Context: an optimization exercise on an open-source flow, tuned for a short achievable clock period and few clock cycles. The choices shown serve that exercise and are no tape-out recipe. Only simulation tests tie the RTL to the original design; equivalence was not proved. Power and IR drop assume default switching activity.

==> flow/design.v <==
module mips_multi #(
  parameter int          ADDR_W   = 12,
  parameter logic [31:0] RESET_PC = 32'h0000_3000
) (
  input  logic                clock,
  input  logic                reset,
  output logic                mem_req,
  output logic                mem_we,
  output logic [ADDR_W-1:0]   mem_addr,
  output logic [31:0]         mem_wdata,
  input  logic [31:0]         mem_rdata,
  input  logic                mem_ack,
  output logic                halt,
  output logic [31:0]         pc_o
);
  localparam logic [5:0] OP_R    = 6'h00;
  localparam logic [5:0] OP_J    = 6'h02;
  localparam logic [5:0] OP_JAL  = 6'h03;
  localparam logic [5:0] OP_BEQ  = 6'h04;
  localparam logic [5:0] OP_ADDI = 6'h08;
  localparam logic [5:0] OP_ORI  = 6'h0d;
  localparam logic [5:0] OP_LUI  = 6'h0f;
  localparam logic [5:0] OP_LW   = 6'h23;
  localparam logic [5:0] OP_SW   = 6'h2b;
  localparam logic [5:0] FN_JR   = 6'h08;
  localparam logic [5:0] FN_ADDU = 6'h21;
  localparam logic [5:0] FN_SUBU = 6'h23;
  logic [31:0]  gpr [32];
  localparam int CW = 16;
  logic [CW-1:0] cv;
  logic [5:0]    ctag [CW];
  logic [31:0]   cdat [CW];
  logic          chit, pm;
  logic [31:0]   cword;
  logic [31:0]  fpc;          
  logic         ev;           
  logic         halted;
  logic [15:0]  imm;
  logic [31:0]  pc4;          
  logic [31:0]  bt;           
  logic         pred;         
  logic         jr_bad;       
  logic [31:0]  a, b, opb;    
  logic         cin;
  logic [4:0]   wdst;         
  logic [4:0]   ldst;         
  logic [ADDR_W-1:0] ea;      
  logic         ea_ok;        
  logic         k_addi, k_ori, k_lui, k_jal, k_jr, k_beq, k_lw, k_sw, k_mem, k_ill;
  logic         w_v;
  logic [4:0]   w_reg;
  logic [31:0]  w_val;
  logic [31:0]  f;
  logic [5:0]   f_op, f_fn;
  logic [4:0]   f_rs, f_rt, f_rd;
  logic [31:0]  f_simm, f_pc4, f_bt, f_jt;
  logic         f_r, f_addu, f_subu, f_jr, f_addi, f_ori, f_lui, f_lw, f_sw, f_beq, f_j, f_jal;
  logic         f_pred, f_fa, f_fb;
  logic [31:0]  r_a, r_b, f_a, f_b;
  logic [31:0]  sum, res, wval, rtgt;
  logic         ovf, taken, misal, stop, dcyc, ack, fv, redirect, enter, wen, fwd;
  logic [4:0]   wreg;
  assign dcyc  = ev && k_mem;
  assign sum   = a + opb + {31'd0, cin};
  assign ovf   = (a[31] == opb[31]) && (sum[31] != a[31]);
  assign misal = (ea[1:0] != 2'b00);
  assign stop  = ev && (k_ill || (k_mem && ea_ok && misal));
  assign taken = (a == b);
  always_comb begin
    res = sum;
    if (k_ori)                 res = a | {16'h0, imm};
    else if (k_lui)            res = {imm, 16'h0};
    else if (k_jal)            res = pc4;
    else if (k_addi && ovf)    res = b;
  end
  assign redirect = ev && ((k_beq && (taken != pred)) || (k_jr && jr_bad));
  assign rtgt     = k_jr ? a : (taken ? bt : pc4);
  assign mem_req   = reset && !halted && !stop && !(dcyc && !ea_ok);
  assign mem_we    = dcyc && k_sw;
  assign mem_addr  = dcyc ? ea : fpc[ADDR_W-1:0];
  assign mem_wdata = b;
  assign halt = halted || stop;
  assign pc_o = pc4;
  assign ack   = mem_req && mem_ack;
  assign cword = cdat[fpc[5:2]];
  assign chit  = cv[fpc[5:2]] && (ctag[fpc[5:2]] == fpc[11:6]);
  assign fv    = ack && (!dcyc || chit);      
  assign enter = fv && !redirect;
  assign f      = dcyc ? cword : mem_rdata;
  assign f_op   = f[31:26];
  assign f_fn   = f[5:0];
  assign f_rs   = f[25:21];
  assign f_rt   = f[20:16];
  assign f_rd   = f[15:11];
  assign f_simm = {{16{f[15]}}, f[15:0]};
  assign f_r    = (f_op == OP_R);
  assign f_addu = f_r && (f_fn == FN_ADDU);
  assign f_subu = f_r && (f_fn == FN_SUBU);
  assign f_jr   = f_r && (f_fn == FN_JR);
  assign f_addi = (f_op == OP_ADDI);
  assign f_ori  = (f_op == OP_ORI);
  assign f_lui  = (f_op == OP_LUI);
  assign f_lw   = (f_op == OP_LW);
  assign f_sw   = (f_op == OP_SW);
  assign f_beq  = (f_op == OP_BEQ);
  assign f_j    = (f_op == OP_J);
  assign f_jal  = (f_op == OP_JAL);
  assign f_pred = (f_rs == f_rt);
  assign f_pc4  = fpc + 32'd4;
  assign f_bt   = f_pc4 + {f_simm[29:0], 2'b00};
  assign f_jt   = {f_pc4[31:28], f[25:0], 2'b00};
  assign wreg = dcyc ? ldst : wdst;
  assign wval = dcyc ? mem_rdata : res;
  assign fwd  = ev && (wreg != 5'd0);
  assign wen  = fwd && ack && (!dcyc || ea_ok);
  assign f_fa = fwd && (wreg == f_rs);
  assign f_fb = fwd && (wreg == f_rt);
  assign r_a  = (w_v && w_reg == f_rs) ? w_val : gpr[f_rs];
  assign r_b  = (w_v && w_reg == f_rt) ? w_val : gpr[f_rt];
  assign f_a  = f_fa ? wval : r_a;
  assign f_b  = f_fb ? wval : r_b;
  always_ff @(posedge clock or negedge reset) begin
    if (!reset) begin
      cv <= '0;
      pm <= 1'b0;
    end else begin
      if (ack && dcyc && k_sw && ctag[ea[5:2]] == ea[11:6]) cv[ea[5:2]] <= 1'b0;
      if (ack && !dcyc && pm) cv[fpc[5:2]] <= 1'b1;
      if (ack) pm <= dcyc && !chit;
    end
  end
  always_ff @(posedge clock) begin
    if (ack && !dcyc && pm) begin
      ctag[fpc[5:2]] <= fpc[11:6];
      cdat[fpc[5:2]] <= mem_rdata;
    end
  end
  always_ff @(posedge clock or negedge reset) begin
    if (!reset) begin
      for (int i = 0; i < 32; i++) gpr[i] <= '0;
      w_v   <= 1'b0;
      w_reg <= '0;
      w_val <= '0;
    end else begin
      if (w_v) gpr[w_reg] <= w_val;
      w_v <= wen;
      if (wen) begin
        w_reg <= wreg;
        w_val <= wval;
      end
    end
  end
  always_ff @(posedge clock or negedge reset) begin
    if (!reset) begin
      halted <= 1'b0;
      ev     <= 1'b0;
      fpc    <= RESET_PC;
      pc4    <= RESET_PC;
      bt     <= '0;
      pred   <= 1'b0;
      jr_bad <= 1'b0;
      imm    <= '0;
      a      <= '0;
      b      <= '0;
      opb    <= '0;
      cin    <= 1'b0;
      wdst   <= '0;
      ldst   <= '0;
      ea     <= '0;
      ea_ok  <= 1'b0;
      {k_addi, k_ori, k_lui, k_jal, k_jr, k_beq, k_lw, k_sw, k_mem, k_ill} <= '0;
    end else begin
      if (stop) halted <= 1'b1;
      if (dcyc && !ea_ok) begin
        ea    <= sum[ADDR_W-1:0];
        ea_ok <= 1'b1;
      end
      if (ack) begin
        ev <= enter;
        if (redirect)  fpc <= rtgt;
        else if (fv) begin
          if (f_j || f_jal)         fpc <= f_jt;
          else if (f_jr)            fpc <= r_a;
          else if (f_beq && f_pred) fpc <= f_bt;
          else                      fpc <= f_pc4;
        end
        if (enter) begin
          imm    <= f[15:0];
          pc4    <= f_pc4;
          bt     <= f_bt;
          pred   <= f_pred;
          jr_bad <= f_fa;
          a      <= f_a;
          b      <= f_b;
          opb    <= f_subu ? ~f_b : (f_addi || f_lw || f_sw) ? f_simm : f_b;
          cin    <= f_subu;
          wdst   <= (f_addu || f_subu) ? f_rd :
                    (f_addi || f_ori || f_lui) ? f_rt :
                    f_jal ? 5'd31 : 5'd0;
          ldst   <= f_lw ? f_rt : 5'd0;
          ea     <= r_a[ADDR_W-1:0] + f_simm[ADDR_W-1:0];
          ea_ok  <= !f_fa;
          k_addi <= f_addi;
          k_ori  <= f_ori;
          k_lui  <= f_lui;
          k_jal  <= f_jal;
          k_jr   <= f_jr;
          k_beq  <= f_beq;
          k_lw   <= f_lw;
          k_sw   <= f_sw;
          k_mem  <= f_lw || f_sw;
          k_ill  <= !(f_addu || f_subu || f_jr || f_addi || f_ori || f_lui ||
                      f_lw || f_sw || f_beq || f_j || f_jal);
        end
      end
    end
  end
endmodule
Settings: LEC_CHECK=0, ABC_CLOCK_PERIOD_IN_PS=3000, CAP_MARGIN=20, CELL_PAD_IN_SITES_DETAIL_PLACEMENT=1, CELL_PAD_IN_SITES_GLOBAL_PLACEMENT=2, CORE_MARGIN=2, CORE_UTILIZATION=30, SETUP_SLACK_MARGIN=3.0, SLEW_MARGIN=20; clock period 6.0 ns.
run.sh (not shown) runs the stock make flow with config.mk's settings and CLKGATE_MAP_FILE= SYNTH_SCRIPT=/design/flow/synth_recipe.tcl, a recipe that flattens the netlist after the stock synthesis.
Testbench counts at the start, summed over its fixed seeds: cycles 48,489.
Next try:
ABC_CLOCK_PERIOD_IN_PS = not set   (was 3000)
SETUP_SLACK_MARGIN = 2.0   (was 3.0)
Flip-flop and latch count is unchanged.
Critical path depth came out higher by 4.
Power falls by 0.86%.

## what the ideal ports hide
Ports are ideal in the flow. The routed layouts listed here were re-timed in OpenROAD.
Step 1 assumes that a clkbuf_16 drives the clock port and a buf_2 every other input.
Step 2, shift: input delay + t, output delay - t, t = (earliest + latest rising clock arrival at the registers) / 2. This alone moves slack from input paths to output paths.
Slacks: no drivers / after step 1 / after step 2; pairs: no drivers / after step 1.
| run | shift t [ns] | setup slack, ns | slew at the worst register clock pin (ns) |
|---|---|---|---|
| the first run | 1.063 | 0.109 / 0.109 / -0.531 | 0.08 / 0.08 |
| the second run | 1.081 | 0.162 / 0.162 / -0.433 | 0.08 / 0.08 |
With both steps, setup timing fails in the first run and the second run, where it was met with ideal ports. For the first run, which loses most, drivers alone change the setup slack by 0.000 ns; drivers and shift together by -0.640 ns.
